What follows belongs to an exercise in optimizing a design on an open flow for small area, a short achievable clock period and few clock cycles; a production flow would make more cautious choices.
At most, simulation tests tie the RTL to the original design; equivalence was not proved.
The RTL of run 4 was laid out without a check of its function.
Power and IR drop assume default switching activity.

$ cat design/flow/constraint.sdc
create_clock -name core_clock -period 5.0 [get_ports {clk}]
set_input_delay 1.0000 -clock core_clock [delete_from_list [all_inputs] [get_ports {clk}]]
set_output_delay 1.0000 -clock core_clock [all_outputs]
set_load 0.01 [all_outputs]
$ cat design/flow/design.v
package vfsp_pkg;
  localparam logic [2:0] EV_VOXEL        = 3'd0;
  localparam logic [2:0] EV_DIMENSIONS   = 3'd1;
  localparam logic [2:0] EV_HEADER_OK    = 3'd2;
  localparam logic [2:0] EV_BAD_HEADER   = 3'd3;
  localparam logic [2:0] EV_SIZE_MISSING = 3'd4;
  localparam logic [2:0] EV_XYZI_MISSING = 3'd5;
  localparam logic [2:0] EV_MAIN_MISSING = 3'd6;
  typedef struct packed {
    logic [2:0]         kind;
    logic [7:0]         voxel_x;
    logic [7:0]         voxel_y;
    logic [7:0]         voxel_z;
    logic [7:0]         material;
    logic signed [31:0] size_x;
    logic signed [31:0] size_y;
    logic signed [31:0] size_z;
    logic signed [31:0] file_version;
    logic [15:0]        model_number;
    logic               last_voxel;
  } event_t;
endpackage
module vfsp_core (
  input  logic        clk,
  input  logic        rst,
  input  logic        data_valid,
  output logic        data_stall,
  input  logic [7:0]  data_byte,
  input  logic        start_of_file,
  output logic        event_valid,
  input  logic        event_stall,
  output logic [2:0]  event_kind,
  output logic [7:0]  voxel_x,
  output logic [7:0]  voxel_y,
  output logic [7:0]  voxel_z,
  output logic [7:0]  material,
  output logic [31:0] size_x,
  output logic [31:0] size_y,
  output logic [31:0] size_z,
  output logic [31:0] file_version,
  output logic [15:0] model_number,
  output logic        last_voxel
);
  localparam logic [3:0] PH_MAGIC   = 4'd0;
  localparam logic [3:0] PH_VERSION = 4'd1;
  localparam logic [3:0] PH_PACK    = 4'd2;    
  localparam logic [3:0] PH_VCOUNT  = 4'd3;    
  localparam logic [3:0] PH_VOXELS  = 4'd4;
  localparam logic [3:0] PH_DIMS    = 4'd5;
  localparam logic [3:0] PH_DONE    = 4'd6;
  localparam logic [3:0] PH_MAIN    = 4'd8;    
  localparam logic [3:0] PH_SECOND  = 4'd9;
  localparam logic [3:0] PH_SIZE    = 4'd10;
  localparam logic [3:0] PH_XYZI    = 4'd11;
  logic [3:0]  phase, pos;
  logic        flag;       
  logic        ck_s;       
  logic        wsel;       
  logic        vlast;      
  logic [31:0] ra, rb, rc;
  logic [30:0] ml;         
  logic        ml_unset;   
  logic        ml_dec_p;   
  logic [15:0] mc;
  logic        mc_inc_p, mc_clr_p;
  logic        bad_p;      
  logic [2:0]  kind;
  logic        last, sel_va, sel_vb, sel_d, sel_h, sel_o;
  logic        stall_q;
  logic        take, tk, tks, free, ev_take;
  logic [7:0]  b, bu;
  logic        p0, p3, p11, byte_zero, cnt_zero, ml_last;
  logic        magic_ok, magic0_ok;
  logic [7:0]  magic_ch;
  assign data_stall = stall_q;
  assign take    = data_valid && !stall_q;
  assign tk      = take && !start_of_file;    
  assign tks     = take && start_of_file;     
  assign ev_take = event_valid && !event_stall;
  assign free    = !event_valid || !event_stall;
  assign b   = data_byte;
  assign bu  = data_byte & 8'hdf;
  assign p0  = (pos == 4'd0);
  assign p3  = (pos == 4'd3);
  assign p11 = (pos == 4'd11);
  assign byte_zero = (b == 8'd0);
  assign cnt_zero  = b[7] || (flag && b[6:0] == 7'd0);
  assign ml_last   = ml_unset || (ml == 31'd1);
  always_comb begin
    case (pos[1:0])
      2'd0:    magic_ch = 8'h56;
      2'd1:    magic_ch = 8'h4f;
      2'd2:    magic_ch = 8'h58;
      default: magic_ch = 8'h20;
    endcase
    magic_ok  = (pos[1:0] == 2'd3) ? (b == 8'h20) : (bu == magic_ch);
    magic0_ok = (bu == 8'h56);
  end
  logic [3:0] n_ph, n_pos;
  logic       n_flag, n_emit, n_finish;
  logic [2:0] n_kind;
  always_comb begin
    n_ph     = phase;
    n_pos    = pos + 4'd1;
    n_flag   = flag;
    n_emit   = 1'b0;
    n_kind   = vfsp_pkg::EV_VOXEL;
    n_finish = 1'b0;
    case (phase)
      PH_MAGIC: begin
        if (!magic_ok) begin
          n_ph   = PH_DONE;
          n_emit = 1'b1;
          n_kind = vfsp_pkg::EV_BAD_HEADER;
        end else if (p3) begin
          n_ph  = PH_VERSION;
          n_pos = 4'd0;
        end
      end
      PH_VERSION: begin
        if (p3) begin
          n_emit = 1'b1;
          n_kind = b[7] ? vfsp_pkg::EV_BAD_HEADER : vfsp_pkg::EV_HEADER_OK;
          n_ph   = b[7] ? PH_DONE : PH_MAIN;
          n_pos  = 4'd0;
        end
      end
      PH_PACK: begin
        n_flag = (p0 || flag) && byte_zero;
        if (p3) begin
          n_ph  = cnt_zero ? PH_DONE : PH_SIZE;
          n_pos = 4'd0;
        end
      end
      PH_VCOUNT: begin
        n_flag = (p0 || flag) && byte_zero;
        if (p3) begin
          n_pos = 4'd0;
          if (cnt_zero) begin
            n_finish = 1'b1;
            n_ph     = ml_last ? PH_DONE : PH_SIZE;
          end else begin
            n_ph = PH_VOXELS;
          end
        end
      end
      PH_VOXELS: begin
        if (p3) begin
          n_pos  = 4'd0;
          n_emit = 1'b1;
          n_kind = vfsp_pkg::EV_VOXEL;
          if (vlast) begin
            n_finish = 1'b1;
            n_ph     = ml_last ? PH_DONE : PH_SIZE;
          end
        end
      end
      PH_DIMS: begin
        if (p11) begin
          n_pos  = 4'd0;
          n_emit = 1'b1;
          n_kind = vfsp_pkg::EV_DIMENSIONS;
          n_ph   = PH_XYZI;
        end
      end
      PH_MAIN, PH_SECOND, PH_SIZE, PH_XYZI: begin
        if (p0) begin
          case (phase[1:0])
            2'd0:    n_flag = (bu == 8'h4d);
            2'd1:    n_flag = (bu == 8'h50);
            2'd2:    n_flag = (bu == 8'h53);
            default: n_flag = (bu == 8'h58);
          endcase
        end
        if (p11) begin
          n_pos = 4'd0;
          case (phase[1:0])
            2'd0: begin
              if (flag) begin
                n_ph = PH_SECOND;
              end else begin
                n_ph   = PH_DONE;
                n_emit = 1'b1;
                n_kind = vfsp_pkg::EV_MAIN_MISSING;
              end
            end
            2'd1: n_ph = flag ? PH_PACK : (ck_s ? PH_DIMS : PH_SIZE);
            2'd2: begin
              if (flag) begin
                n_ph = PH_DIMS;
              end else begin
                n_ph   = PH_XYZI;
                n_emit = 1'b1;
                n_kind = vfsp_pkg::EV_SIZE_MISSING;
              end
            end
            default: begin
              if (flag) begin
                n_ph = PH_VCOUNT;
              end else begin
                n_emit   = 1'b1;
                n_kind   = vfsp_pkg::EV_XYZI_MISSING;
                n_finish = 1'b1;
                n_ph     = ml_last ? PH_DONE : (ck_s ? PH_XYZI : PH_SIZE);
              end
            end
          endcase
        end
      end
      default: begin
        n_ph  = PH_DONE;
        n_pos = 4'd0;
      end
    endcase
  end
  logic [3:0] ph_next, pos_next;
  logic       emit, finish, emit_magic;
  logic [2:0] emit_kind;
  always_comb begin
    if (!take) begin
      ph_next    = phase;
      pos_next   = pos;
      emit       = 1'b0;
      finish     = 1'b0;
      emit_kind  = n_kind;
      emit_magic = 1'b0;
    end else if (start_of_file) begin
      ph_next    = magic0_ok ? PH_MAGIC : PH_DONE;
      pos_next   = magic0_ok ? 4'd1 : 4'd0;
      emit       = !magic0_ok;
      finish     = 1'b0;
      emit_kind  = vfsp_pkg::EV_BAD_HEADER;
      emit_magic = 1'b1;
    end else begin
      ph_next    = n_ph;
      pos_next   = n_pos;
      emit       = n_emit;
      finish     = n_finish;
      emit_kind  = n_kind;
      emit_magic = (phase == PH_MAGIC);
    end
  end
  logic [3:0] wa, wb, wc, wm;
  logic [3:0] lane;
  assign lane = 4'b0001 << pos[1:0];
  always_comb begin
    wa = 4'd0; wb = 4'd0; wc = 4'd0; wm = 4'd0;
    if (tk) begin
      case (phase)
        PH_VERSION: wa = lane;
        PH_PACK:    wm = lane;
        PH_VCOUNT:  wc = lane;
        PH_VOXELS:  if (wsel) wb = lane; else wa = lane;
        PH_DIMS: begin
          if (pos[3:2] == 2'd0) wa = lane;
          if (pos[3:2] == 2'd1) wb = lane;
          if (pos[3:2] == 2'd2) wc = lane;
        end
        default: ;
      endcase
    end
  end
  always_ff @(posedge clk) begin
    for (int i = 0; i < 4; i++) begin
      if (wa[i]) ra[8*i +: 8] <= b;
      if (wb[i]) rb[8*i +: 8] <= b;
      if (wc[i]) rc[8*i +: 8] <= b;
    end
    if (wm[0]) ml[7:0]   <= b;
    if (wm[1]) ml[15:8]  <= b;
    if (wm[2]) ml[23:16] <= b;
    if (wm[3]) ml[30:24] <= b[6:0];
    if (ml_dec_p) ml <= ml - 31'd1;
    if (tk && phase == PH_VOXELS && p0) begin
      rc[30:0] <= rc[30:0] - 31'd1;
      vlast    <= (rc[30:0] == 31'd1);
    end
    if (tk) begin
      flag <= n_flag;
      if (phase[3:2] == 2'b10 && p0) ck_s <= (bu == 8'h53);
      if (phase == PH_VOXELS && p3) wsel <= !wsel;
    end
  end
  always_ff @(posedge clk) begin
    if (rst) begin
      phase    <= PH_MAGIC;
      pos      <= 4'd0;
      ml_unset <= 1'b1;
      ml_dec_p <= 1'b0;
    end else begin
      phase    <= ph_next;
      pos      <= pos_next;
      ml_dec_p <= tk && n_finish && !ml_last;
      if (tks) ml_unset <= 1'b1;
      else if (tk && phase == PH_PACK && p3) ml_unset <= 1'b0;
    end
  end
  always_ff @(posedge clk) begin
    if (rst) begin
      mc       <= 16'd0;
      mc_inc_p <= 1'b0;
      mc_clr_p <= 1'b0;
    end else begin
      if (free) begin
        if (mc_clr_p || tks) mc <= 16'd0;
        else if (mc_inc_p) mc <= mc + 16'd1;
      end
      mc_clr_p <= (mc_clr_p || tks) && !free;
      mc_inc_p <= (tk && n_finish) || (mc_inc_p && !free && !mc_clr_p && !tks);
    end
  end
  logic ev_load, ev_load_bad, ev_valid_next, bad_p_next;
  assign ev_load_bad = bad_p && free;
  assign ev_load     = !bad_p && emit && !(emit_magic && !free);
  assign bad_p_next  = !rst && (bad_p ? !free : (emit && emit_magic && !free));
  assign ev_valid_next = !rst && (ev_load_bad || ev_load || (event_valid && event_stall));
  always_ff @(posedge clk) begin
    event_valid <= ev_valid_next;
    bad_p       <= bad_p_next;
    if (ev_load_bad || ev_load) begin
      kind   <= ev_load_bad ? vfsp_pkg::EV_BAD_HEADER : emit_kind;
      last   <= !ev_load_bad && emit_kind == vfsp_pkg::EV_VOXEL && vlast;
      sel_va <= !ev_load_bad && emit_kind == vfsp_pkg::EV_VOXEL && !wsel;
      sel_vb <= !ev_load_bad && emit_kind == vfsp_pkg::EV_VOXEL && wsel;
      sel_d  <= !ev_load_bad && emit_kind == vfsp_pkg::EV_DIMENSIONS;
      sel_h  <= !ev_load_bad && !emit_magic &&
                (emit_kind == vfsp_pkg::EV_HEADER_OK || emit_kind == vfsp_pkg::EV_BAD_HEADER);
      sel_o  <= ev_load_bad || emit_magic;
    end
  end
  logic emit_risk, conflict, kind_data;
  logic [2:0] kind_next;
  assign kind_next = (ev_load_bad || ev_load) ? (ev_load_bad ? vfsp_pkg::EV_BAD_HEADER : emit_kind) : kind;
  assign kind_data = !kind_next[2];
  assign emit_risk = ((ph_next[3:2] == 2'b10 || ph_next == PH_DIMS) && pos_next == 4'd11) ||
                     ((ph_next == PH_VERSION || ph_next == PH_PACK || ph_next == PH_VCOUNT ||
                       ph_next == PH_VOXELS) && pos_next == 4'd3);
  assign conflict  = ((ph_next == PH_VERSION || ph_next == PH_DIMS) && kind_data) ||
                     ((ph_next == PH_VCOUNT || ph_next == PH_VOXELS) && kind_data &&
                      kind_next[1:0] != 2'd0);
  always_ff @(posedge clk) begin
    stall_q <= bad_p_next || (ev_valid_next && (emit_risk || conflict));
  end
  assign event_kind   = kind;
  assign {material, voxel_z, voxel_y, voxel_x} = (ra & {32{sel_va}}) | (rb & {32{sel_vb}});
  assign size_x       = ra & {32{sel_d}};
  assign size_y       = rb & {32{sel_d}};
  assign size_z       = rc & {32{sel_d}};
  assign file_version = (ra & {32{sel_h}}) | {32{sel_o}};
  assign model_number = mc;
  assign last_voxel   = last;
endmodule
module voxel_file_stream_parser (
  input  logic               clk,
  input  logic               rst,
  input  logic               data_valid,
  output logic               data_stall,
  input  logic [7:0]         data_byte,
  input  logic               start_of_file,
  output logic               event_valid,
  input  logic               event_stall,
  output logic [2:0]         event_kind,
  output logic [7:0]         voxel_x,
  output logic [7:0]         voxel_y,
  output logic [7:0]         voxel_z,
  output logic [7:0]         material,
  output logic signed [31:0] size_x,
  output logic signed [31:0] size_y,
  output logic signed [31:0] size_z,
  output logic signed [31:0] file_version,
  output logic [15:0]        model_number,
  output logic               last_voxel
);
  vfsp_core u_core (
    .clk           (clk),
    .rst           (rst),
    .data_valid    (data_valid),
    .data_stall    (data_stall),
    .data_byte     (data_byte),
    .start_of_file (start_of_file),
    .event_valid   (event_valid),
    .event_stall   (event_stall),
    .event_kind    (event_kind),
    .voxel_x       (voxel_x),
    .voxel_y       (voxel_y),
    .voxel_z       (voxel_z),
    .material      (material),
    .size_x        (size_x),
    .size_y        (size_y),
    .size_z        (size_z),
    .file_version  (file_version),
    .model_number  (model_number),
    .last_voxel    (last_voxel)
  );
endmodule
$ cat design/flow/run.sh
#!/bin/bash
# synth_recipe.tcl (not shown) runs the flow's synth.tcl, then flattens the netlist and writes it again
# the make line also repeats each setting of config.mk as NAME=value (left out here)
make -C /OpenROAD-flow-scripts/flow DESIGN_CONFIG=/design/flow/config.mk WORK_HOME=/design/flow/orfs CLKGATE_MAP_FILE= SYNTH_SCRIPT=/design/flow/synth_recipe.tcl finish
$ cat design/flow/config.mk
export PLATFORM = sky130hd
export DESIGN_NAME = voxel_file_stream_parser
export DESIGN_NICKNAME = voxel_file_stream_parser
export VERILOG_FILES = /design/flow/design.v
export SDC_FILE = /design/flow/constraint.sdc
export NUM_CORES = 4
export LEC_CHECK = 0
export ABC_CLOCK_PERIOD_IN_PS = 2200
export CAP_MARGIN = 20
export CORE_MARGIN = 2
export CORE_UTILIZATION = 40
export SETUP_SLACK_MARGIN = 2.6
export SLEW_MARGIN = 20
==> results.tsv, run 1 <==
stage	metric	value	unit
setup_path	crit path cell chain	buf_2, xnor2_2, o211ai_1, o31a_1, a211o_1, o41ai_4, nor2b_2, buf_4, a32oi_2, a211oi_1, or3_1	
die	Rows	56	
layout	layout cell share with drive strength beyond 1	43.9	%
timing	crit path time final	2.95	ns
pwr	switching share of power	27.6	%
synthesis	Post-synth ARST share	0	%
pwr	P_leak	6.00	nW
synthesis	leading register cell type out of synthesis	edfxtp_1	
detailed_routing	WL met3	2340	um
global_routing	first-pass GRT wire length	51500	um
timing	max-slew violations	0	
die	die area	25500	sq um
flow_run	# Max-Cap Violations	0	
timing	endpoints failing setup	0	
timing	RSZ-0062 raised after global routing	true	
placed_design	placed cell count	1446	
cts	clock latency (worst-skew pair)	0.44	ns
setup_path	r2r setup slk	2.09	ns
detailed_routing	via density per instance	5.60	
timing	Worst Tran Pin Value	1.01	ns
min_path	Hold Path Cell Cnt	2	
timing	clock skew	0.0114	ns
detailed_routing	# DRC	0	
global_routing	total gr overflow	0	
pwr	worst vdd ir	0.231	mV
placed_design	RePlAce Congestion	0.938	
detailed_routing	Max Used Layer	met5	
setup_path	Slowest Stage Delay on Critical Path	0.35	ns
pwr	Int Pwr	2.88	mW
setup_path	family with the most delay on the worst path	compound AO/OA/AOI/OAI gates	
min_path	worst hold start	u_core.mc[2]$_SDFFE_PP0P_	
layout	non-filler cells, final	1613	
setup_path	WS Path Type	in -> reg	
timing	Rel. slew slack	32.8	%
timing	fin crit share	59.0	%
setup_path	Critical Path End Type	flip-flop	
setup_path	reg-to-reg critical path startpoint	u_core.pos[0]$_SDFF_PP0_	
global_routing	initial antenna violation count	2	
detailed_routing	Detailed Route WL	35400	um
setup_path	crit-path max FO	5	
die	Die X	160	um
setup_path	Req. time, crit path	5.32	ns
layout	Register Area	4810	sq um
detailed_routing	met2 WL	17600	um
synthesis	distinct cell type count after synthesis	76	
synthesis	Cell Area, Synth	9680	sq um
pwr	Flop pwr share	40.0	%
layout	Final nets	1302	
synthesis	synthesized flop and latch total	171	
detailed_routing	M1 wire length	14100	um
synthesis	Mapped Avg Cell Area	9.96	sq um
cts	Post-CTS Hold Buffers	0	
detailed_routing	vias post-DR	9033	
detailed_routing	1st-iter DRT viols	606	
synthesis	post-synthesis sequential area ratio	49.5	%
layout	Layout area overhead	56.2	%
global_routing	gr usage total	26.2	%
cts	CTS Sinks	171	
cts	Clock transition at path regs	0.07	ns
cts	CTS H-Tree Depth	4	
run_status	status	timing/DRC/antenna clean	
global_routing	vias in the first global route	8633	
synthesis	post-synth top area cell	edfxtp_1	
setup_path	Reg2Reg Depth	12	
cts	CTS tree	yes	
setup_path	Levels on crit path	11	
die	Ports	195	
timing	Max Clk Rate	0.339	GHz
setup_path	CP arrival	3.27	ns
cts	clk buf depth	2	
timing	final hold viol count	0	
pwr	Power Density	263	nW/um^2
timing	Setup TNS Final	0	ns
die	Core ar.	23600	sq um
cts	TritonCTS Buffers	17	
pwr	combinational power share	28.4	%
placed_design	post-DP HPWL	21700	um
setup_path	slowest CP cell	o31a_1	
setup_path	RR Endpoint	u_core.stall_q$_DFF_P_	
synthesis	dominant cells by area after synthesis	edfxtp_1 42%, dfxtp_1 7.0%, and2_1 6.5%, a21oi_1 4.0%, nor2_1 3.6%	
min_path	Tightest Hold Check Type	reg -> reg	
placed_design	I/O Buffers	194	
detailed_routing	routed len/inst	21.9	um
die	Initial Utilization	41.0	%
synthesis	synthesized instance count	972	
layout	footprint of the multi-input gates	5420	sq um
pwr	power share of the clock group	31.6	%
detailed_routing	Pre-antenna DRT Iters	7	
setup_path	CP startpoint kind	input port	
detailed_routing	Routed Antenna Nets	0	
synthesis	Syn. warnings	1	
min_path	Worst Hold End	u_core.mc[2]$_SDFFE_PP0P_	
global_routing	largest net degree at the start of global routing	44	
synthesis	top cell type's share of synthesized area	42.5	%
setup_path	number of buffers and inverters on the critical path	2	
die	Die Ht	160	um
pwr	Switching Power	1.10	mW
layout	filler cell count in the final layout	1900	
synthesis	syn_nets	994	
synthesis	EDFF count, synth	137	
cts	Root Buffer	clkbuf_16	
-- routing by layer --
layer,vias to the layer above,track usage (%)
met5,-,0
met4,2,10.8
met3,78,6.04
met2,373,44.5
met1,4421,32.0
li1,4159,-
-- synth_stat cells (all sizes together) (12+ instances only) --
cell	number
a21oi	77
nand2	63
inv	19
and2	100
a22o	32
xnor2	38
o21ai	22
clkbuf	44
xor2	32
nand3	15
dfxtp	34
nor3	33
buf	14
nor2	95
nor4	17
edfxtp	137
a21o	40
nand2b	12
-- worst register-to-register path: stages (launching register included) --
cell and delay [ns]:
dfxtp_4 0.39, inv_4 0.06, ha_4 0.29, xnor2_2 0.11
o211ai_1 0.13, o31a_1 0.35, a211o_1 0.31, o41ai_4 0.35
nor2b_2 0.09, buf_4 0.14, a32oi_2 0.14, a211oi_1 0.09
or3_1 0.35
-- cell type report --
type | instances | share of cell area, %
Clock buffer | 19 | 2.86
Sequential cell | 171 | 31.8
Multi-Input combinational cell | 724 | 35.8
Antenna cell | 1 | 0.0165
Clock inverter | 13 | 0.778
Inverter | 19 | 0.505
Timing Repair Buffer | 347 | 25.6
Tap cell | 319 | 2.64
-- how the worst max path moves through the flow --
stage / endpoint / start / slack, ns
3_5_place_dp: u_core.stall_q$_DFF_P_ / data_byte[0] / 0.88
3_3_place_gp: u_core.stall_q$_DFF_P_ / data_byte[0] / 0.88
6_report: u_core.stall_q$_DFF_P_ / data_byte[3] / 2.05
2_1_floorplan: u_core.stall_q$_DFF_P_ / data_byte[0] / 1.77
5_1_grt: u_core.stall_q$_DFF_P_ / data_byte[5] / 1.96
4_1_cts: u_core.stall_q$_DFF_P_ / data_byte[7] / 1.92
-- cells in the final DEF, fill, tap and decap left out, types with 18 or more instances in the layout --
cell type / synthesis / layout
buf_6: 0 / 157
edfxtp_1: 137 / 137
and2_4: 0 / 95
nor2_1: 94 / 74
a21oi_1: 77 / 73
nand2_1: 63 / 60
buf_2: 10 / 57
buf_4: 1 / 51
a21o_1: 40 / 40
xnor2_1: 38 / 35
a22o_1: 32 / 32
xor2_1: 32 / 30
dfxtp_1: 34 / 25
nor3_1: 33 / 20
clkbuf_16: 0 / 20
buf_16: 0 / 18
-- flip-flops by register name, indices dropped and copies added, names as in the netlist, 3 cells and up, named ones only --
name          cells
u_core.ra        32
u_core.kind       3
u_core.pos        4
u_core.ml        31
u_core.phase      3
u_core.rb        32
u_core.mc        16
u_core.rc        32
-- cells by family (layout without fill, tap and decap cells) --
family | after synthesis | after routing | share of synthesized area (%)
AOI/OAI and AO/OA | 230 | 230 | 16.4
buffers and inverters | 77 | 398 | 3.15
muxes | 6 | 6 | 0.633
DFF | 171 | 171 | 49.5
other | 0 | 1 | 0
xor gates and xnor gates | 70 | 70 | 6.33
adders and majority gates | 9 | 9 | 1.16
and+or+nand+nor | 409 | 409 | 22.8
-- stage by stage --
step	area, sq um	utilization (%)	total power, mW	setup slack [ns]	hold slack [ns]
after CTS	13700	58.0	3.79	1.92	0.519
after detailed placement	12100	51.3	2.31	0.878	0.508
after global routing	15100	64.0	4.11	1.96	0.553
after global placement	12100	51.1	2.31	0.883	0.501
final	15100	64.1	3.98	2.05	0.519
after floorplan	9880	-	1.97	1.77	0.479
-- what timing repair did --
| action | 4_1_cts | 5_1_grt |
|---|---|---|
| hold endpoints to repair | 0 | 0 |
| resized for setup | 876 | 264 |
| setup buffers | 77 | 35 |
| pin swaps | 53 | 71 |
| setup endpoints to repair | 376 | 295 |
| cloned | 18 | 4 |
-- power by group through the flow --
stage / Combinational [mW] / Sequential [mW] / Clock, mW
6_report: 1.13 / 1.59 / 1.26
2_1_floorplan: 0.349 / 1.62 / 0
3_5_place_dp: 0.676 / 1.63 / 0
3_3_place_gp: 0.660 / 1.65 / 0
4_1_cts: 0.926 / 1.59 / 1.28
5_1_grt: 1.18 / 1.59 / 1.34
Testbench counts, summed over its fixed seeds: cycles 16,095.
==> run 2, diff against run 1 <==
--- a/design/flow/config.mk
+++ b/design/flow/config.mk
@@ -6,8 +6,6 @@
 export NUM_CORES = 4
 export LEC_CHECK = 0
-export ABC_CLOCK_PERIOD_IN_PS = 2200
 export CAP_MARGIN = 20
 export CORE_MARGIN = 2
 export CORE_UTILIZATION = 40
-export SETUP_SLACK_MARGIN = 2.6
 export SLEW_MARGIN = 20
==> results.tsv, run 2 <==
stage	metric	value	unit	change
run_status	status	timing/DRC/antenna clean		unchanged
synthesis	dominant cells by area after synthesis	edfxtp_1 42%, dfxtp_1 7.0%, and2_1 6.5%, a21oi_1 4.0%, nor2_1 3.6%		unchanged
setup_path	family with the most delay on the worst path	compound AO/OA/AOI/OAI gates		unchanged
setup_path	reg-to-reg critical path startpoint	u_core.pos[0]$_SDFF_PP0_		unchanged
synthesis	EDFF count, synth	137		unchanged
pwr	Switching Power	962	uW	was 1.10 mW
die	Core ar.	23600	sq um	unchanged
timing	Worst Tran Pin Value	1.08	ns	was 1.01 ns
timing	RSZ-0062 raised after global routing	false		was true
cts	Clock transition at path regs	0.06	ns	was 0.07 ns
setup_path	RR Endpoint	u_core.stall_q$_DFF_P_		unchanged
setup_path	Levels on crit path	9		was 11
detailed_routing	Pre-antenna DRT Iters	5		was 7
timing	Rel. slew slack	27.1	%	was 32.8%
detailed_routing	via density per instance	5.50		was 5.60
pwr	Tot Pwr	3.57	mW	was 3.98 mW
detailed_routing	Routed Antenna Nets	0		unchanged
setup_path	WS Path Type	in -> reg		unchanged
timing	max-slew violations	0		unchanged
die	Initial Utilization	41.0	%	unchanged
min_path	Tightest Hold Check Type	reg -> reg		unchanged
synthesis	leading register cell type out of synthesis	edfxtp_1		unchanged
layout	commonest cells after routing, fill and taps aside	194 x clkdlybuf4s50_1, 137 x edfxtp_1, 100 x and2_1		was 157 x buf_6, 137 x edfxtp_1, 95 x and2_4
placed_design	I/O Buffers	194		unchanged
layout	Final Util	53.2	%	was 64.1%
cts	Root Buffer	clkbuf_16		unchanged
synthesis	synthesized flop and latch total	171		unchanged
layout	commonest non-fill, non-tap cell in the layout	clkdlybuf4s50_1		was buf_6
setup_path	crit path cell chain	clkdlybuf4s50_1, buf_4, or4bb_1, o31ai_2, a311o_1, mux2_2, o2bb2a_4, o31a_1, or3_1		was buf_2, xnor2_2, o211ai_1, o31a_1, a211o_1, o41ai_4, nor2b_2, buf_4, a32oi_2, a211oi_1, or3_1
synthesis	top cell type's share of synthesized area	42.5	%	unchanged
layout	layout cell share with drive strength beyond 1	6.29	%	was 43.9%
pwr	power share of the clock group	36.4	%	was 31.6%
die	Ports	195		unchanged
pwr	Power Density	285	nW/um^2	was 263 nW/um^2
detailed_routing	Detailed Route WL	30000	um	was 35400 um
setup_path	Slowest Stage Delay on Critical Path	0.80	ns	was 0.35 ns
cts	CTS Sinks	171		unchanged
timing	crit path time final	3.99	ns	was 2.95 ns
cts	clk buf depth	2		unchanged
synthesis	Cell Area, Synth	9680	sq um	unchanged
timing	endpoints failing setup	0		unchanged
global_routing	largest net degree at the start of global routing	97		was 44
synthesis	count leader, synth	edfxtp_1		unchanged
synthesis	Synth top cells by count	137 x edfxtp_1, 100 x and2_1, 94 x nor2_1, 77 x a21oi_1, 63 x nand2_1		unchanged
synthesis	Syn. warnings	1		unchanged
die	Rows	56		unchanged
die	Die Ht	160	um	unchanged
detailed_routing	vias post-DR	8137		was 9033
layout	biggest regs	u_core.ra x32, u_core.rb x32, u_core.rc x32		unchanged
setup_path	CP arrival	4.30	ns	was 3.27 ns
synthesis	Post-synth ARST share	0	%	unchanged
timing	clock skew	0.0133	ns	was 0.0114 ns
cts	Post-CTS Hold Buffers	0		unchanged
pwr	Flop pwr share	44.9	%	was 40.0%
pwr	switching share of power	26.9	%	was 27.6%
layout	non-filler cells, final	1480		was 1613
global_routing	first-pass GRT wire length	46400	um	was 51500 um
layout	Layout area overhead	29.6	%	was 56.2%
detailed_routing	1st-iter DRT viols	709		was 606
layout	Final nets	1170		was 1302
die	Die X	160	um	unchanged
setup_path	Req. time, crit path	5.31	ns	was 5.32 ns
timing	final hold viol count	0		unchanged
global_routing	initial antenna violation count	1		was 2
global_routing	total gr overflow	0		unchanged
setup_path	Reg2Reg Depth	10		was 12
layout	n_diodes	0		was 1
detailed_routing	# DRC	0		unchanged
synthesis	post-synth top area cell	edfxtp_1		unchanged
placed_design	pre-CTS setup slack	0.634	ns	was 0.878 ns
synthesis	Mapped Avg Cell Area	9.96	sq um	unchanged
die	die area	25500	sq um	unchanged
synthesis	distinct cell type count after synthesis	76		unchanged
global_routing	vias in the first global route	7902		was 8633
detailed_routing	routed len/inst	20.2	um	was 21.9 um
cts	CTS H-Tree Depth	4		unchanged
cts	post-CTS setup buffers	0		was 77
setup_path	crit path to	u_core.stall_q$_DFF_P_		unchanged
synthesis	synthesized instance count	972		unchanged
placed_design	RePlAce Congestion	0.883		was 0.938
setup_path	slowest CP cell	clkdlybuf4s50_1		was o31a_1
setup_path	r2r setup slk	1.52	ns	was 2.09 ns
pwr	combinational power share	18.7	%	was 28.4%
pwr	P_leak	4.33	nW	was 6.00 nW
cts	CTS tree	yes		unchanged
cts	post-cts sizing count	0		was 876
timing	setup ws final	1.01	ns	was 2.05 ns
global_routing	gr usage total	23.3	%	was 26.2%
placed_design	post-DP HPWL	21700	um	about the same
cts	TritonCTS Buffers	17		unchanged
setup_path	CP startpoint kind	input port		unchanged
placed_design	placed cell count	1445		was 1446
pwr	Int Pwr	2.61	mW	was 2.88 mW
timing	fin crit share	79.8	%	was 59.0%
setup_path	Critical Path End Type	flip-flop		unchanged
cts	clock latency (worst-skew pair)	0.44	ns	about the same
timing	Max Clk Rate	0.251	GHz	was 0.339 GHz
setup_path	number of buffers and inverters on the critical path	2		unchanged
pwr	worst vdd ir	0.206	mV	was 0.231 mV
synthesis	syn_nets	994		unchanged
timing	Setup TNS Final	0	ns	unchanged
setup_path	crit path launch	data_byte[4]		was data_byte[3]
synthesis	post-synthesis sequential area ratio	49.5	%	unchanged
flow_run	# Max-Cap Violations	0		unchanged
setup_path	crit-path max FO	9		was 5
## run 2: layout make-up
cell class	instances	area, sq um
Timing Repair Buffer	215	2130
Clock buffer	20	479
Inverter	19	71.3
Fill cell	2163	11100
Clock inverter	12	95.1
Multi-Input combinational cell	724	4580
Sequential cell	171	4800
Tap cell	319	399
## run 2: kinds of logic (layout without fill, tap and decap cells)
group	count (synthesis)	in the layout	synth area share, %
and+or+nand+nor	409	409	22.8
adders and majority gates	9	9	1.16
buffers and inverters	77	266	3.15
xor gates and xnor gates	70	70	6.33
muxes	6	6	0.633
DFF	171	171	49.5
AOI/OAI and AO/OA	230	230	16.4
## run 2: layer usage
metal	up-vias	track usage, %	share of wire, %
li1	3893	-	-
met1	3891	31.0	44
met2	317	39.1	47
met3	36	4.45	7.0
met4	0	6.12	1.7
met5	-	0	0
## run 2: worst min path at each step
stage	startpoint	end	depth (start not counted)
after floorplan	u_core.mc_inc_p$_SDFF_PP0_	u_core.mc_inc_p$_SDFF_PP0_	2
after global placement	u_core.mc[15]$_SDFFE_PP0P_	u_core.mc[15]$_SDFFE_PP0P_	2
after detailed placement	u_core.mc_inc_p$_SDFF_PP0_	u_core.mc_inc_p$_SDFF_PP0_	2
after CTS	u_core.mc_inc_p$_SDFF_PP0_	u_core.mc_inc_p$_SDFF_PP0_	2
after global routing	u_core.mc_inc_p$_SDFF_PP0_	u_core.mc_inc_p$_SDFF_PP0_	2
final	u_core.mc[15]$_SDFFE_PP0P_	u_core.mc[15]$_SDFFE_PP0P_	2
## run 2: worst reg2reg max path, cell delays in order, from the launching register on
cell and delay, ns:
dfxtp_1 0.41, ha_1 0.54, nor3b_2 0.66, o22ai_1 0.15, a311oi_1 0.41, a21o_1 0.23, o21ai_0 0.16, xor2_1 0.18
a32oi_1 0.18, a211oi_1 0.10, or3_1 0.36
## run 2: through the flow
step / cell area [sq um] / hold WS [ns]
2_1_floorplan: 9680 / 0.479
3_5_place_dp: 11900 / 0.503
4_1_cts: 12500 / 0.513
3_3_place_gp: 11900 / 0.497
5_1_grt: 12600 / 0.542
6_report: 12600 / 0.516
## run 2: power groups by stage
stage,Clock [mW],Sequential [mW],Combinational (mW)
finish,1.30,1.60,0.667
CTS,1.32,1.62,0.646
floorplan,0,1.62,0.339
detailed placement,0,1.65,0.643
global route,1.37,1.61,0.714
global placement,0,1.66,0.636
==> run 3, diff against run 2 <==
==> design/flow/flow/run.sh (new file) <==
#!/bin/bash
# Standard ORFS layout, with the port buffers made from the smallest buffer cell.
set -euo pipefail
export BUFFER_PORTS_ARGS="-buffer_cell sky130_fd_sc_hd__buf_1"
bash standard.sh finish > standard_make.log 2>&1
==> design/flow/standard.sh (new file) <==
#!/bin/bash
# synth_recipe.tcl (not shown) runs the flow's synth.tcl, then flattens the netlist and writes it again
# the make line also repeats each setting of config.mk as NAME=value (left out here)
make -C /OpenROAD-flow-scripts/flow DESIGN_CONFIG=/design/flow/config.mk WORK_HOME=/design/flow/orfs CLKGATE_MAP_FILE= SYNTH_SCRIPT=/design/flow/synth_recipe.tcl "${@:-finish}"
--- a/design/flow/config.mk
+++ b/design/flow/config.mk
@@ -6,6 +6,8 @@
 export NUM_CORES = 4
 export LEC_CHECK = 0
+export ABC_CLOCK_PERIOD_IN_PS = 2200
 export CAP_MARGIN = 20
 export CORE_MARGIN = 2
 export CORE_UTILIZATION = 40
+export SETUP_SLACK_MARGIN = 2.6
 export SLEW_MARGIN = 20
removed: design/flow/run.sh
==> results.tsv, run 3 <==
stage	metric	value	unit	change
timing	endpoints failing setup	0		unchanged
synthesis	synthesized flop and latch total	171		unchanged
synthesis	dominant cells by area after synthesis	edfxtp_1 42%, dfxtp_1 7.0%, and2_1 6.5%, a21oi_1 4.0%, nor2_1 3.6%		unchanged
setup_path	crit path cell chain	buf_8, nand2b_4, or2_1, o31a_1, a211o_1, o41ai_4, nor2b_2, o2bb2a_4, o31a_1, or3_1		was clkdlybuf4s50_1, buf_4, or4bb_1, o31ai_2, a311o_1, mux2_2, o2bb2a_4, o31a_1, or3_1
pwr	Flop pwr share	40.7	%	was 44.9%
detailed_routing	Detailed Route WL	34700	um	was 30000 um
synthesis	Mapped Avg Cell Area	9.96	sq um	unchanged
die	die area	25500	sq um	unchanged
synthesis	top cell type's share of synthesized area	42.5	%	unchanged
synthesis	post-synth top area cell	edfxtp_1		unchanged
setup_path	Slowest Stage Delay on Critical Path	0.36	ns	was 0.80 ns
run_status	status	timing/DRC/antenna clean		unchanged
pwr	Int Pwr	2.82	mW	was 2.61 mW
die	Die Ht	160	um	unchanged
synthesis	EDFF count, synth	137		unchanged
setup_path	crit-path max FO	3		was 9
layout	commonest cells after routing, fill and taps aside	137 x edfxtp_1, 133 x buf_6, 96 x and2_4		was 194 x clkdlybuf4s50_1, 137 x edfxtp_1, 100 x and2_1
synthesis	distinct cell type count after synthesis	76		unchanged
synthesis	count leader, synth	edfxtp_1		unchanged
setup_path	slowest CP cell	o31a_1		was clkdlybuf4s50_1
setup_path	CP arrival	3.41	ns	was 4.30 ns
timing	Worst Tran Pin Value	1.06	ns	was 1.08 ns
global_routing	gr usage total	25.6	%	was 23.3%
synthesis	post-synthesis sequential area ratio	49.5	%	unchanged
synthesis	leading register cell type out of synthesis	edfxtp_1		unchanged
detailed_routing	routed len/inst	22.0	um	was 20.2 um
synthesis	Syn. warnings	1		unchanged
pwr	Switching Power	1.11	mW	was 962 uW
setup_path	number of buffers and inverters on the critical path	1		was 2
layout	n_diodes	0		unchanged
detailed_routing	vias post-DR	9023		was 8137
timing	setup ws final	1.90	ns	was 1.01 ns
pwr	combinational power share	24.9	%	was 18.7%
layout	cell area after layout	14500	sq um	was 12600 sq um
placed_design	I/O Buffers	194		unchanged
setup_path	Req. time, crit path	5.31	ns	about the same
timing	crit path time final	3.10	ns	was 3.99 ns
cts	TritonCTS Buffers	17		unchanged
placed_design	placed cell count	1439		was 1445
global_routing	total gr overflow	0		unchanged
cts	Post-CTS Hold Buffers	0		unchanged
timing	hold_ws	0.507	ns	was 0.516 ns
global_routing	initial antenna violation count	1		unchanged
setup_path	most frequent CP cell	o31a_1		
min_path	Tightest Hold Check Type	reg -> reg		unchanged
die	Core ar.	23600	sq um	unchanged
placed_design	pre-CTS setup slack	1.29	ns	was 0.634 ns
synthesis	Post-synth ARST share	0	%	unchanged
detailed_routing	via density per instance	5.70		was 5.50
pwr	Power Density	270	nW/um^2	was 285 nW/um^2
synthesis	synthesized instance count	972		unchanged
flow_run	# Max-Cap Violations	0		unchanged
cts	clk buf depth	2		unchanged
placed_design	RePlAce Congestion	0.934		was 0.883
pwr	P_leak	5.51	nW	was 4.33 nW
layout	filler cell count in the final layout	1840		was 2163
timing	clock skew	0.0230	ns	was 0.0133 ns
layout	Final Util	61.6	%	was 53.2%
detailed_routing	# DRC	0		unchanged
die	Ports	195		unchanged
detailed_routing	Routed Antenna Nets	0		unchanged
cts	Root Buffer	clkbuf_16		unchanged
timing	fin crit share	62.0	%	was 79.8%
layout	commonest non-fill, non-tap cell in the layout	edfxtp_1		was clkdlybuf4s50_1
die	Die X	160	um	unchanged
timing	max-slew violations	0		unchanged
pwr	worst vdd ir	0.201	mV	was 0.206 mV
global_routing	vias in the first global route	8574		was 7902
synthesis	syn_nets	994		unchanged
setup_path	Critical Path End Type	flip-flop		unchanged
pwr	switching share of power	28.1	%	was 26.9%
pwr	Tot Pwr	3.93	mW	was 3.57 mW
cts	CTS Sinks	171		unchanged
setup_path	WS Path Type	in -> reg		unchanged
timing	Rel. slew slack	29.2	%	was 27.1%
die	Rows	56		unchanged
placed_design	post-DP HPWL	19900	um	was 21700 um
layout	Final nets	1272		was 1170
detailed_routing	1st-iter DRT viols	929		was 709
cts	CTS H-Tree Depth	4		unchanged
setup_path	r2r setup slk	1.94	ns	was 1.52 ns
layout	biggest regs	u_core.ra x32, u_core.rb x32, u_core.rc x32		unchanged
timing	final hold viol count	0		unchanged
timing	RSZ-0062 raised after global routing	true		was false
layout	non-filler cells, final	1582		was 1480
pwr	power share of the clock group	34.3	%	was 36.4%
synthesis	Cell Area, Synth	9680	sq um	unchanged
cts	CTS tree	yes		unchanged
setup_path	CP startpoint kind	input port		unchanged
cts	clock latency (worst-skew pair)	0.44	ns	about the same
timing	Setup TNS Final	0	ns	unchanged
synthesis	Synth top cells by count	137 x edfxtp_1, 100 x and2_1, 94 x nor2_1, 77 x a21oi_1, 63 x nand2_1		unchanged
layout	layout cell share with drive strength beyond 1	40.5	%	was 6.29%
detailed_routing	Pre-antenna DRT Iters	7		was 5
global_routing	first-pass GRT wire length	50800	um	was 46400 um
layout	Layout area overhead	50.2	%	was 29.6%
global_routing	largest net degree at the start of global routing	44		was 97
timing	Max Clk Rate	0.322	GHz	was 0.251 GHz
placed_design	placed inst area	10800	sq um	was 11900 sq um
cts	Clock transition at path regs	0.07	ns	was 0.06 ns
die	Initial Utilization	41.0	%	unchanged
setup_path	family with the most delay on the worst path	compound AO/OA/AOI/OAI gates		unchanged
[run 3: cell count changes in the layout (fill, tap and decap cells not counted), moves of 10 or more]
cell and change:
clkbuf_2 +29, and2_4 +96, buf_1 +64, nor2_4 +15
buf_6 +133, clkdlybuf4s50_1 -194, o21ai_0 -10, buf_4 +37
buf_12 +15, nor3_1 -12, and2_1 -96, buf_16 +15
nor2_1 -21
[run 3: area by class of cell]
type,instances,area [sq um],area share [%]
Tap cell,319,399,2.75
Sequential cell,171,4820,33.1
Clock buffer,19,433,2.98
Inverter,19,80.1,0.551
Timing Repair Buffer,317,3090,21.2
Clock inverter,13,156,1.08
Multi-Input combinational cell,724,5570,38.3
[run 3: per-layer routing]
layer	part of all wire, %	GRT usage (%)
met1	40	33.2
met2	50	43.7
met3	6.6	3.91
met4	3.3	9.05
met5	0.037	0
[run 3: worst paths after layout]
path | from | end | cells past startpoint
setup / recovery | data_byte[7] | u_core.stall_q$_DFF_P_ | 10
hold / removal | u_core.mc_inc_p$_SDFF_PP0_ | u_core.mc_inc_p$_SDFF_PP0_ | 2
setup reg to reg | u_core.pos[1]$_SDFF_PP0_ | u_core.stall_q$_DFF_P_ | 12
hold reg to reg | u_core.mc_inc_p$_SDFF_PP0_ | u_core.mc_inc_p$_SDFF_PP0_ | 2
[run 3: worst reg2reg max path, delay by kind of cell, from the launching register on]
kind / cells / cell delay, ns
flops: 1 / 0.40
mux: 1 / 0.25
compound gates: 6 / 1.53
buf+inv: 2 / 0.21
fa+ha+maj: 1 / 0.19
simple gates: 2 / 0.39
[run 3: kinds of logic after synthesis]
group / count (synthesis) / share of synthesized area (%)
AOI/OAI and AO/OA: 230 / 16.4
xor gates and xnor gates: 70 / 6.33
adders and majority gates: 9 / 1.16
buffers and inverters: 77 / 3.15
DFF: 171 / 49.5
muxes: 6 / 0.633
and+or+nand+nor: 409 / 22.8
[run 3: power by group through the flow]
stage | logic (mW) | clock network, mW | registers, mW
detailed placement | 0.479 | 0 | 1.66
finish | 0.980 | 1.35 | 1.60
global placement | 0.481 | 0 | 1.66
global route | 1.03 | 1.43 | 1.60
CTS | 0.845 | 1.36 | 1.60
floorplan | 0.349 | 0 | 1.62
[run 3: repair_timing]
item                                    CTS  global route
pin swaps                                62            46
cloned                                   15             2
resized for setup                       331           198
setup buffers                            63            31
endpoints found under the setup margin  365           302
==> run 4, diff against run 3 <==
--- a/design/flow/design.v
+++ b/design/flow/design.v
@@ -58,8 +58,10 @@
   logic        wsel;       
   logic        vlast;      
-  logic [31:0] ra, rb, rc;
-  logic [30:0] ml;         
+  logic [31:0] ra, rb, rc;  
+  logic [31:0] ml;         
   logic        ml_unset;   
-  logic        ml_dec_p;   
+  logic        mact;       
+  logic [1:0]  mstep;
+  logic        bw;         
   logic [15:0] mc;
   logic        mc_inc_p, mc_clr_p;
@@ -86,5 +88,5 @@
   assign byte_zero = (b == 8'd0);
   assign cnt_zero  = b[7] || (flag && b[6:0] == 7'd0);
-  assign ml_last   = ml_unset || (ml == 31'd1);
+  assign ml_last   = ml_unset || (ml[30:0] == 31'd1);
   always_comb begin
     case (pos[1:0])
@@ -241,19 +243,22 @@
     end
   end
-  logic [3:0] wa, wb, wc, wm;
-  logic [3:0] lane;
-  assign lane = 4'b0001 << pos[1:0];
+  logic sh_a, sh_b, sh_c, sh_m, dec_c;
+  logic [7:0] dsrc, dec8, dbus;
+  logic       bin;
   always_comb begin
-    wa = 4'd0; wb = 4'd0; wc = 4'd0; wm = 4'd0;
+    sh_a = 1'b0; sh_b = 1'b0; sh_c = 1'b0; sh_m = 1'b0; dec_c = 1'b0;
     if (tk) begin
       case (phase)
-        PH_VERSION: wa = lane;
-        PH_PACK:    wm = lane;
-        PH_VCOUNT:  wc = lane;
-        PH_VOXELS:  if (wsel) wb = lane; else wa = lane;
+        PH_VERSION: sh_a = 1'b1;
+        PH_PACK:    sh_m = 1'b1;
+        PH_VCOUNT:  sh_c = 1'b1;
+        PH_VOXELS: begin
+          if (wsel) sh_b = 1'b1; else sh_a = 1'b1;
+          dec_c = 1'b1;
+        end
         PH_DIMS: begin
-          if (pos[3:2] == 2'd0) wa = lane;
-          if (pos[3:2] == 2'd1) wb = lane;
-          if (pos[3:2] == 2'd2) wc = lane;
+          if (pos[3:2] == 2'd0) sh_a = 1'b1;
+          if (pos[3:2] == 2'd1) sh_b = 1'b1;
+          if (pos[3:2] == 2'd2) sh_c = 1'b1;
         end
         default: ;
@@ -261,19 +266,15 @@
     end
   end
+  assign dsrc = mact ? ml[7:0] : rc[7:0];
+  assign bin  = mact ? (mstep == 2'd0 || bw) : (p0 || bw);
+  assign dec8 = dsrc - {7'd0, bin};
+  assign dbus = (mact || dec_c) ? dec8 : b;
   always_ff @(posedge clk) begin
-    for (int i = 0; i < 4; i++) begin
-      if (wa[i]) ra[8*i +: 8] <= b;
-      if (wb[i]) rb[8*i +: 8] <= b;
-      if (wc[i]) rc[8*i +: 8] <= b;
-    end
-    if (wm[0]) ml[7:0]   <= b;
-    if (wm[1]) ml[15:8]  <= b;
-    if (wm[2]) ml[23:16] <= b;
-    if (wm[3]) ml[30:24] <= b[6:0];
-    if (ml_dec_p) ml <= ml - 31'd1;
-    if (tk && phase == PH_VOXELS && p0) begin
-      rc[30:0] <= rc[30:0] - 31'd1;
-      vlast    <= (rc[30:0] == 31'd1);
-    end
+    if (sh_a) ra <= {b, ra[31:8]};
+    if (sh_b) rb <= {b, rb[31:8]};
+    if (sh_c || dec_c) rc <= {dbus, rc[31:8]};
+    if (sh_m || mact) ml <= {dbus, ml[31:8]};
+    if (mact || dec_c) bw <= bin && (dsrc == 8'd0);
+    if (dec_c && p0) vlast <= (rc[30:0] == 31'd1);
     if (tk) begin
       flag <= n_flag;
@@ -287,9 +288,16 @@
       pos      <= 4'd0;
       ml_unset <= 1'b1;
-      ml_dec_p <= 1'b0;
+      mact     <= 1'b0;
+      mstep    <= 2'd0;
     end else begin
       phase    <= ph_next;
       pos      <= pos_next;
-      ml_dec_p <= tk && n_finish && !ml_last;
+      if (tk && n_finish && !ml_last) begin
+        mact  <= 1'b1;
+        mstep <= 2'd0;
+      end else if (mact) begin
+        mact  <= (mstep != 2'd3);
+        mstep <= mstep + 2'd1;
+      end
       if (tks) ml_unset <= 1'b1;
       else if (tk && phase == PH_PACK && p3) ml_unset <= 1'b0;
==> design/flow/run.sh (new file) <==
#!/bin/bash
# synth_recipe.tcl (not shown) runs the flow's synth.tcl, then flattens the netlist and writes it again
# the make line also repeats each setting of config.mk as NAME=value (left out here)
make -C /OpenROAD-flow-scripts/flow DESIGN_CONFIG=/design/flow/config.mk WORK_HOME=/design/flow/orfs CLKGATE_MAP_FILE= SYNTH_SCRIPT=/design/flow/synth_recipe.tcl finish
removed: design/flow/flow/run.sh
removed: design/flow/standard.sh
==> results.tsv, run 4 <==
stage	metric	value	unit	change
run_status	status	timing/DRC/antenna clean		unchanged
timing	max-slew violations	0		unchanged
detailed_routing	Detailed Route WL	29200	um	was 34700 um
synthesis	leading register cell type out of synthesis	edfxtp_1		unchanged
synthesis	synthesized flop and latch total	175		was 171
global_routing	first-pass GRT wire length	42200	um	was 50800 um
cts	Post-CTS Hold Buffers	0		unchanged
min_path	Tightest Hold Check Type	reg -> reg		unchanged
flow_run	# Max-Cap Violations	0		unchanged
timing	final hold viol count	0		unchanged
pwr	Power Density	282	nW/um^2	was 270 nW/um^2
layout	footprint of the multi-input gates	4400	sq um	was 5570 sq um
die	Ports	195		unchanged
synthesis	syn_nets	817		was 994
die	Rows	54		was 56
layout	commonest non-fill, non-tap cell in the layout	edfxtp_1		unchanged
detailed_routing	# DRC	0		unchanged
layout	Layout area overhead	54.5	%	was 50.2%
synthesis	Mapped Avg Cell Area	11.0	sq um	was 9.96 sq um
timing	RSZ-0062 raised after global routing	true		unchanged
cts	clk buf depth	2		unchanged
timing	crit path time final	2.71	ns	was 3.10 ns
synthesis	synthesized instance count	796		was 972
setup_path	Reg2Reg Depth	9		was 12
die	die area	23100	sq um	was 25500 sq um
layout	commonest cells after routing, fill and taps aside	139 x edfxtp_1, 121 x buf_6, 94 x and2_4		was 137 x edfxtp_1, 133 x buf_6, 96 x and2_4
setup_path	slowest CP cell	or4_4		was o31a_1
layout	Final nets	1078		was 1272
layout	cell area after layout	13500	sq um	was 14500 sq um
global_routing	vias in the first global route	7087		was 8574
synthesis	Synth top cells by count	139 x edfxtp_1, 97 x and2_1, 69 x nor2_1, 40 x clkbuf_1, 40 x nand2_1		was 137 x edfxtp_1, 100 x and2_1, 94 x nor2_1, 77 x a21oi_1, 63 x nand2_1
layout	filler cell count in the final layout	1780		was 1840
synthesis	count leader, synth	edfxtp_1		unchanged
cts	Clock transition at path regs	0.08	ns	was 0.07 ns
setup_path	Req. time, crit path	5.30	ns	was 5.31 ns
synthesis	Cell Area, Synth	8760	sq um	was 9680 sq um
setup_path	Slowest Stage Delay on Critical Path	0.56	ns	was 0.36 ns
timing	fin crit share	54.2	%	was 62.0%
layout	layout cell share with drive strength beyond 1	46.1	%	was 40.5%
die	Die X	152	um	was 160 um
timing	clock skew	0.0133	ns	was 0.0230 ns
pwr	worst vdd ir	0.250	mV	was 0.201 mV
synthesis	Post-synth ARST share	0	%	unchanged
die	Core ar.	21700	sq um	was 23600 sq um
cts	Root Buffer	clkbuf_16		unchanged
detailed_routing	vias post-DR	7465		was 9023
global_routing	largest net degree at the start of global routing	33		was 44
global_routing	gr usage total	23.5	%	was 25.6%
setup_path	Levels on crit path	9		was 10
setup_path	Critical Path End Type	flip-flop		unchanged
detailed_routing	1st-iter DRT viols	555		was 929
cts	TritonCTS Buffers	17		unchanged
synthesis	post-synth top area cell	edfxtp_1		unchanged
synthesis	distinct cell type count after synthesis	70		was 76
cts	CTS H-Tree Depth	4		unchanged
setup_path	crit path cell chain	buf_12, or4_4, o31ai_4, buf_4, a21o_4, a31oi_4, o211a_1, o311ai_2, a31oi_1		was buf_8, nand2b_4, or2_1, o31a_1, a211o_1, o41ai_4, nor2b_2, o2bb2a_4, o31a_1, or3_1
placed_design	I/O Buffers	194		unchanged
global_routing	total gr overflow	0		unchanged
detailed_routing	Pre-antenna DRT Iters	6		was 7
detailed_routing	Routed Antenna Nets	0		unchanged
cts	CTS tree	yes		unchanged
placed_design	post-DP HPWL	17300	um	was 19900 um
timing	endpoints failing setup	0		unchanged
timing	Max Clk Rate	0.369	GHz	was 0.322 GHz
layout	Register Area	4920	sq um	was 4820 sq um
global_routing	initial antenna violation count	0		was 1
timing	Rel. slew slack	52.3	%	was 29.2%
detailed_routing	via density per instance	5.53		was 5.70
layout	n_diodes	0		unchanged
placed_design	RePlAce Congestion	0.895		was 0.934
cts	clock latency (worst-skew pair)	0.43	ns	was 0.44 ns
synthesis	dominant cells by area after synthesis	edfxtp_1 48%, dfxtp_1 8.2%, and2_1 6.9%, a22o_1 3.2%, a21o_1 3.2%		was edfxtp_1 42%, dfxtp_1 7.0%, and2_1 6.5%, a21oi_1 4.0%, nor2_1 3.6%
pwr	P_leak	5.41	nW	was 5.51 nW
die	Die Ht	152	um	was 160 um
synthesis	EDFF count, synth	139		was 137
synthesis	post-synthesis sequential area ratio	55.9	%	was 49.5%
min_path	Hold Path Cell Cnt	0		was 2
cts	CTS Sinks	175		was 171
synthesis	top cell type's share of synthesized area	47.6	%	was 42.5%
synthesis	Syn. warnings	1		unchanged
setup_path	CP arrival	3.01	ns	was 3.41 ns
timing	Setup TNS Final	0	ns	unchanged
detailed_routing	routed len/inst	21.6	um	was 22.0 um
die	Initial Utilization	40.4	%	was 41.0%
setup_path	CP startpoint kind	input port		unchanged
setup_path	WS Path Type	in -> reg		unchanged
setup_path	number of buffers and inverters on the critical path	2		was 1
setup_path	crit-path max FO	5		was 3
setup_path	family with the most delay on the worst path	compound AO/OA/AOI/OAI gates		unchanged
timing	Worst Tran Pin Value	0.713	ns	was 1.06 ns
placed_design	placed inst area	11000	sq um	was 10800 sq um
==> run 4: per-layer routing <==
layer / wire length (um) / GRT usage [%]
met5: 0 / 0
met4: 758 / 7.25
met3: 1780 / 4.42
met2: 14600 / 39.4
met1: 12100 / 31.1
==> run 4: cells by family (layout without fill, tap and decap cells) <==
kind of cell    count (synthesis)  after routing  share of synthesized area [%]
simple gates                  328            330                           20.8
mux                            10             10                           1.14
flops                         175            175                           55.9
compound gates                179            179                           15.1
xor+xnor                       29             29                           2.90
fa+ha+maj                       8              8                           1.14
buf+inv                        67            339                           3.06
==> run 4: metrics by stage <==
step / power (mW) / hold WS [ns] / utilization, % / setup WS (ns) / cells
6_report: 3.82 / 0.434 / 62.4 / 2.29 / 1350
2_1_floorplan: 1.95 / 0.400 / - / 2.16 / 796
4_1_cts: 3.73 / 0.437 / 57.4 / 2.33 / 1326
3_3_place_gp: 2.23 / 0.403 / 50.8 / 1.22 / 1230
5_1_grt: 3.96 / 0.444 / 62.4 / 2.19 / 1350
3_5_place_dp: 2.23 / 0.418 / 50.8 / 1.15 / 1230
==> run 4: repair_timing <==
item	4_1_cts	5_1_grt
cloned	15	7
pin swaps	57	42
gates resized for setup	819	272
setup endpoints to repair	362	238
setup buffers	49	17
==> run 4: final cells by class <==
class	count	share of cell area, %
Sequential cell	175	36.4
Multi-Input combinational cell	556	32.5
Timing Repair Buffer	290	23.4
Clock buffer	17	3.14
Tap cell	280	2.59
Clock inverter	15	1.49
Inverter	17	0.490
==> run 4: worst paths after layout <==
kind | to | from | slack, ns
max | u_core.stall_q$_DFF_P_ | data_byte[3] | 2.29
max reg2reg | u_core.stall_q$_DFF_P_ | u_core.phase[1]$_SDFF_PP0_ | 2.33
min reg2reg | u_core.ml[23]$_DFFE_PP_ | u_core.ml[31]$_DFFE_PP_ | 0.43
min | u_core.ml[23]$_DFFE_PP_ | u_core.ml[31]$_DFFE_PP_ | 0.43
==> run 4: power breakdown <==
| part | switching (mW) | internal (mW) |
|---|---|---|
| logic | 0.378 | 0.429 |
| clock network | 0.645 | 0.731 |
| registers | 0.0412 | 1.60 |
==> run 5, diff against run 4 <==
--- a/design/flow/design.v
+++ b/design/flow/design.v
@@ -68,5 +68,5 @@
   logic        bad_p;      
   logic [2:0]  kind;
-  logic        last, sel_va, sel_vb, sel_d, sel_h, sel_o;
+  logic        last, sel_va, sel_vb, sel_dx, sel_dy, sel_dz, sel_h, sel_o;
   logic        stall_q;
   logic        take, tk, tks, free, ev_take;
@@ -331,5 +331,5 @@
       sel_va <= !ev_load_bad && emit_kind == vfsp_pkg::EV_VOXEL && !wsel;
       sel_vb <= !ev_load_bad && emit_kind == vfsp_pkg::EV_VOXEL && wsel;
-      sel_d  <= !ev_load_bad && emit_kind == vfsp_pkg::EV_DIMENSIONS;
+      sel_dx <= !ev_load_bad && emit_kind == vfsp_pkg::EV_DIMENSIONS;
       sel_h  <= !ev_load_bad && !emit_magic &&
                 (emit_kind == vfsp_pkg::EV_HEADER_OK || emit_kind == vfsp_pkg::EV_BAD_HEADER);
@@ -337,22 +337,60 @@
     end
   end
-  logic emit_risk, conflict, kind_data;
-  logic [2:0] kind_next;
-  assign kind_next = (ev_load_bad || ev_load) ? (ev_load_bad ? vfsp_pkg::EV_BAD_HEADER : emit_kind) : kind;
-  assign kind_data = !kind_next[2];
-  assign emit_risk = ((ph_next[3:2] == 2'b10 || ph_next == PH_DIMS) && pos_next == 4'd11) ||
-                     ((ph_next == PH_VERSION || ph_next == PH_PACK || ph_next == PH_VCOUNT ||
-                       ph_next == PH_VOXELS) && pos_next == 4'd3);
-  assign conflict  = ((ph_next == PH_VERSION || ph_next == PH_DIMS) && kind_data) ||
-                     ((ph_next == PH_VCOUNT || ph_next == PH_VOXELS) && kind_data &&
-                      kind_next[1:0] != 2'd0);
   always_ff @(posedge clk) begin
-    stall_q <= bad_p_next || (ev_valid_next && (emit_risk || conflict));
+    if (rst) sel_dy <= 1'b0;
+    else if (ev_load_bad || ev_load) sel_dy <= !ev_load_bad && emit_kind == vfsp_pkg::EV_DIMENSIONS;
+  end
+  always_ff @(posedge clk) begin
+    if (ev_load_bad || ev_load) sel_dz <= !ev_load_bad && emit_kind == vfsp_pkg::EV_DIMENSIONS;
+    else if (ev_take) sel_dz <= 1'b0;
+  end
+  logic kd, k123, r_now, r_tk, risk_keep;
+  assign kd   = !kind[2];
+  assign k123 = !kind[2] && kind[1:0] != 2'd0;
+  always_comb begin
+    r_now = 1'b0;
+    r_tk  = 1'b0;
+    case (phase)
+      PH_MAGIC: r_tk = (pos == 4'd3) && kd;
+      PH_VERSION: begin
+        r_now = p3 || kd;
+        r_tk  = (pos == 4'd2) || ((pos != 4'd3) && kd);
+      end
+      PH_VCOUNT: begin
+        r_now = p3 || k123;
+        r_tk  = (pos == 4'd2) || k123;
+      end
+      PH_VOXELS: begin
+        r_now = p3 || k123;
+        r_tk  = (pos == 4'd2) || ((pos != 4'd3) && k123);
+      end
+      PH_DIMS: begin
+        r_now = p11 || kd;
+        r_tk  = (pos == 4'd10) || (!p11 && kd);
+      end
+      PH_MAIN: begin
+        r_now = p11;
+        r_tk  = (pos == 4'd10);
+      end
+      PH_SECOND, PH_SIZE: begin
+        r_now = p11;
+        r_tk  = (pos == 4'd10) || (p11 && kd);
+      end
+      PH_XYZI: begin
+        r_now = p11;
+        r_tk  = (pos == 4'd10) || (p11 && k123);
+      end
+      default: ;
+    endcase
+  end
+  assign risk_keep = take ? (!start_of_file && r_tk) : r_now;
+  always_ff @(posedge clk) begin
+    stall_q <= bad_p_next || (!rst && event_valid && event_stall && risk_keep);
   end
   assign event_kind   = kind;
   assign {material, voxel_z, voxel_y, voxel_x} = (ra & {32{sel_va}}) | (rb & {32{sel_vb}});
-  assign size_x       = ra & {32{sel_d}};
-  assign size_y       = rb & {32{sel_d}};
-  assign size_z       = rc & {32{sel_d}};
+  assign size_x       = ra & {32{sel_dx}};
+  assign size_y       = rb & {32{sel_dy}};
+  assign size_z       = rc & {32{sel_dz}};
   assign file_version = (ra & {32{sel_h}}) | {32{sel_o}};
   assign model_number = mc;
==> results.tsv, run 5 <==
stage	metric	value	unit	change
die	Rows	54		unchanged
min_path	worst hold start	u_core.ml[22]$_DFFE_PP_		was u_core.ml[31]$_DFFE_PP_
min_path	Tightest Hold Check Type	reg -> reg		unchanged
synthesis	dominant cells by area after synthesis	edfxtp_1 48%, dfxtp_1 7.7%, and2_1 6.8%, a22o_1 3.2%, a21o_1 3.0%		was edfxtp_1 48%, dfxtp_1 8.2%, and2_1 6.9%, a22o_1 3.2%, a21o_1 3.2%
detailed_routing	# DRC	0		unchanged
setup_path	CP arrival	1.62	ns	was 3.01 ns
synthesis	distinct cell type count after synthesis	77		was 70
timing	endpoints failing setup	0		unchanged
setup_path	WS Path Type	reg -> out		was in -> reg
timing	Max Clk Rate	0.381	GHz	was 0.369 GHz
setup_path	crit-path max FO	7		was 5
synthesis	Synth top cells by count	143 x edfxtp_1, 97 x and2_1, 64 x nor2_1, 39 x nand2_1		was 139 x edfxtp_1, 97 x and2_1, 69 x nor2_1, 40 x clkbuf_1, 40 x nand2_1
setup_path	family with the most delay on the worst path	buffers and inverters		was compound AO/OA/AOI/OAI gates
synthesis	Mapped Avg Cell Area	11.2	sq um	was 11.0 sq um
global_routing	largest net degree at the start of global routing	33		unchanged
layout	Final nets	1086		was 1078
die	Initial Utilization	40.7	%	was 40.4%
pwr	Power Density	315	nW/um^2	was 282 nW/um^2
cts	TritonCTS Buffers	17		unchanged
global_routing	total gr overflow	0		unchanged
global_routing	vias in the first global route	7051		was 7087
setup_path	Req. time, crit path	4.00	ns	was 5.30 ns
detailed_routing	routed len/inst	20.9	um	was 21.6 um
layout	cell area after layout	13100	sq um	was 13500 sq um
setup_path	Reg2Reg Depth	12		was 9
setup_path	r2r setup slk	2.58	ns	was 2.33 ns
die	Die X	153	um	was 152 um
placed_design	I/O Buffers	194		unchanged
timing	Rel. slew slack	55.3	%	was 52.3%
pwr	Tot Pwr	4.11	mW	was 3.82 mW
setup_path	crit path cell chain	clkbuf_16, buf_8, buf_12, a22o_1, buf_2		was buf_12, or4_4, o31ai_4, buf_4, a21o_4, a31oi_4, o211a_1, o311ai_2, a31oi_1
synthesis	top cell type's share of synthesized area	48.3	%	was 47.6%
die	Ports	195		unchanged
global_routing	initial antenna violation count	0		unchanged
detailed_routing	Pre-antenna DRT Iters	7		was 6
timing	clock skew	0.0111	ns	was 0.0133 ns
timing	Worst Tran Pin Value	0.662	ns	was 0.713 ns
layout	non-filler cells, final	1355		was 1350
placed_design	placed inst area	11200	sq um	was 11000 sq um
layout	commonest non-fill, non-tap cell in the layout	edfxtp_1		unchanged
synthesis	EDFF count, synth	143		was 139
timing	setup ws final	2.38	ns	was 2.29 ns
detailed_routing	via density per instance	5.45		was 5.53
synthesis	synthesized instance count	793		was 796
placed_design	RePlAce Congestion	0.927		was 0.895
synthesis	post-synthesis sequential area ratio	56.0	%	was 55.9%
setup_path	RR Endpoint	u_core.rc[29]$_DFFE_PP_		was u_core.stall_q$_DFF_P_
synthesis	post-synth top area cell	edfxtp_1		unchanged
synthesis	Cell Area, Synth	8880	sq um	was 8760 sq um
layout	Layout area overhead	47.0	%	was 54.5%
synthesis	Post-synth ARST share	0	%	unchanged
min_path	Hold Path Cell Cnt	0		unchanged
global_routing	gr usage total	23.5	%	about the same
cts	CTS Sinks	177		was 175
timing	fin crit share	52.4	%	was 54.2%
placed_design	pre-CTS setup slack	1.46	ns	was 1.15 ns
synthesis	syn_nets	816		was 817
cts	Post-CTS Hold Buffers	0		unchanged
min_path	Worst Hold End	u_core.ml[14]$_DFFE_PP_		was u_core.ml[23]$_DFFE_PP_
placed_design	placed cell count	1234		was 1230
setup_path	reg-to-reg critical path startpoint	u_core.pos[0]$_SDFFE_PP0P_		was u_core.phase[1]$_SDFF_PP0_
cts	CTS H-Tree Depth	4		unchanged
pwr	P_leak	5.26	nW	was 5.41 nW
global_routing	first-pass GRT wire length	42300	um	was 42200 um
setup_path	Slowest Stage Delay on Critical Path	0.43	ns	was 0.56 ns
cts	clk buf depth	2		unchanged
run_status	status	timing/DRC/antenna clean		unchanged
detailed_routing	1st-iter DRT viols	622		was 555
synthesis	synthesized flop and latch total	177		was 175
timing	crit path time final	2.62	ns	was 2.71 ns
timing	max-slew violations	0		unchanged
synthesis	Syn. warnings	1		unchanged
cts	clock latency (worst-skew pair)	0.43	ns	about the same
layout	commonest cells after routing, fill and taps aside	143 x edfxtp_1, 113 x buf_6, 63 x and2_4		was 139 x edfxtp_1, 121 x buf_6, 94 x and2_4
setup_path	Critical Path End Type	output pin		was flip-flop
cts	Clock transition at path regs	0.07	ns	was 0.08 ns
timing	RSZ-0062 raised after global routing	true		unchanged
layout	n_diodes	0		unchanged
setup_path	CP startpoint kind	flip-flop		was input port
cts	Root Buffer	clkbuf_16		unchanged
setup_path	number of buffers and inverters on the critical path	4		was 2
timing	final hold viol count	0		unchanged
die	Core ar.	21800	sq um	was 21700 sq um
pwr	worst vdd ir	0.234	mV	was 0.250 mV
detailed_routing	vias post-DR	7385		was 7465
die	Die Ht	153	um	was 152 um
synthesis	count leader, synth	edfxtp_1		unchanged
detailed_routing	Routed Antenna Nets	0		unchanged
setup_path	slowest CP cell	edfxtp_1		was or4_4
synthesis	leading register cell type out of synthesis	edfxtp_1		unchanged
placed_design	post-DP HPWL	18200	um	was 17300 um
layout	layout cell share with drive strength beyond 1	37.8	%	was 46.1%
layout	filler cell count in the final layout	1806		was 1780
flow_run	# Max-Cap Violations	0		unchanged
die	die area	23400	sq um	was 23100 sq um
timing	Setup TNS Final	0	ns	unchanged
detailed_routing	Detailed Route WL	28400	um	was 29200 um
cts	CTS tree	yes		unchanged
-- run 5: layer usage --
| metal | global-route usage [%] | vias to the layer above | part of all wire [%] |
|---|---|---|---|
| li1 | - | 3501 | - |
| met1 | 30.3 | 3551 | 42 |
| met2 | 39.1 | 290 | 50 |
| met3 | 5.10 | 43 | 5.9 |
| met4 | 8.07 | 0 | 2.4 |
| met5 | 0 | - | 0 |
-- run 5: stage by stage --
step	utilization [%]	hold WS [ns]
final	59.8	0.450
after global routing	59.8	0.457
after CTS	55.8	0.449
after detailed placement	51.3	0.435
after global placement	51.1	0.424
after floorplan	-	0.400
-- run 5: final cells by class --
| cell class | instances | area (sq um) | share of cell area, % |
|---|---|---|---|
| clock buffer | 17 | 425 | 3.26 |
| clock inverter | 14 | 140 | 1.07 |
| inverter | 15 | 62.6 | 0.479 |
| multi-input combinational | 557 | 4130 | 31.6 |
| sequential | 177 | 5000 | 38.3 |
| tap | 280 | 350 | 2.68 |
| timing repair buffer | 294 | 2950 | 22.6 |
| timing repair inverter | 1 | 7.51 | 0.0575 |
-- run 5: power breakdown --
part | internal (mW) | switching [mW]
Combinational | 0.544 | 0.562
Sequential | 1.67 | 0.0559
Clock | 0.660 | 0.618
-- run 5: kinds of logic (layout without fill, tap and decap cells) --
logic type | count (synthesis) | count (layout) | share of synthesized area, %
fa+ha+maj | 10 | 10 | 1.41
compound gates | 182 | 182 | 14.8
mux | 11 | 11 | 1.24
flops | 177 | 177 | 56.0
buf+inv | 60 | 341 | 2.69
xor+xnor | 30 | 30 | 2.96
simple gates | 323 | 324 | 20.9
-- run 5: worst max-delay path by stage --
stage                                       start                      end  slack (ns)  depth (start not counted)
after floorplan                        data_valid   u_core.ra[0]$_DFFE_PP_        2.05                          4
after global placement               data_byte[7]  u_core.sel_va$_DFFE_PP_        1.52                          7
after detailed placement             data_byte[7]  u_core.sel_vb$_DFFE_PP_        1.46                          7
after CTS                 u_core.sel_vb$_DFFE_PP_               voxel_y[5]        2.32                          5
after global routing       u_core.sel_h$_DFFE_PP_         file_version[30]        2.32                          5
final                     u_core.sel_vb$_DFFE_PP_               voxel_z[6]        2.38                          5
-- run 5: timing repair --
| item | in CTS | in global routing |
|---|---|---|
| setup endpoints to repair | 328 | 295 |
| gates cloned | 8 | 1 |
| resized for setup | 693 | 184 |
| pin swaps | 57 | 32 |
| setup buffers | 63 | 18 |
Testbench counts of run 5, summed over its fixed seeds: cycles 16,095.

Setup slack of run 5, layout unchanged: 2.378 ns with ideal ports, 2.332 ns with driving cells assumed (clock clkbuf_16, inputs buf_2), 2.175 ns with port delays also shifted by the 0.472 ns mid clock arrival.
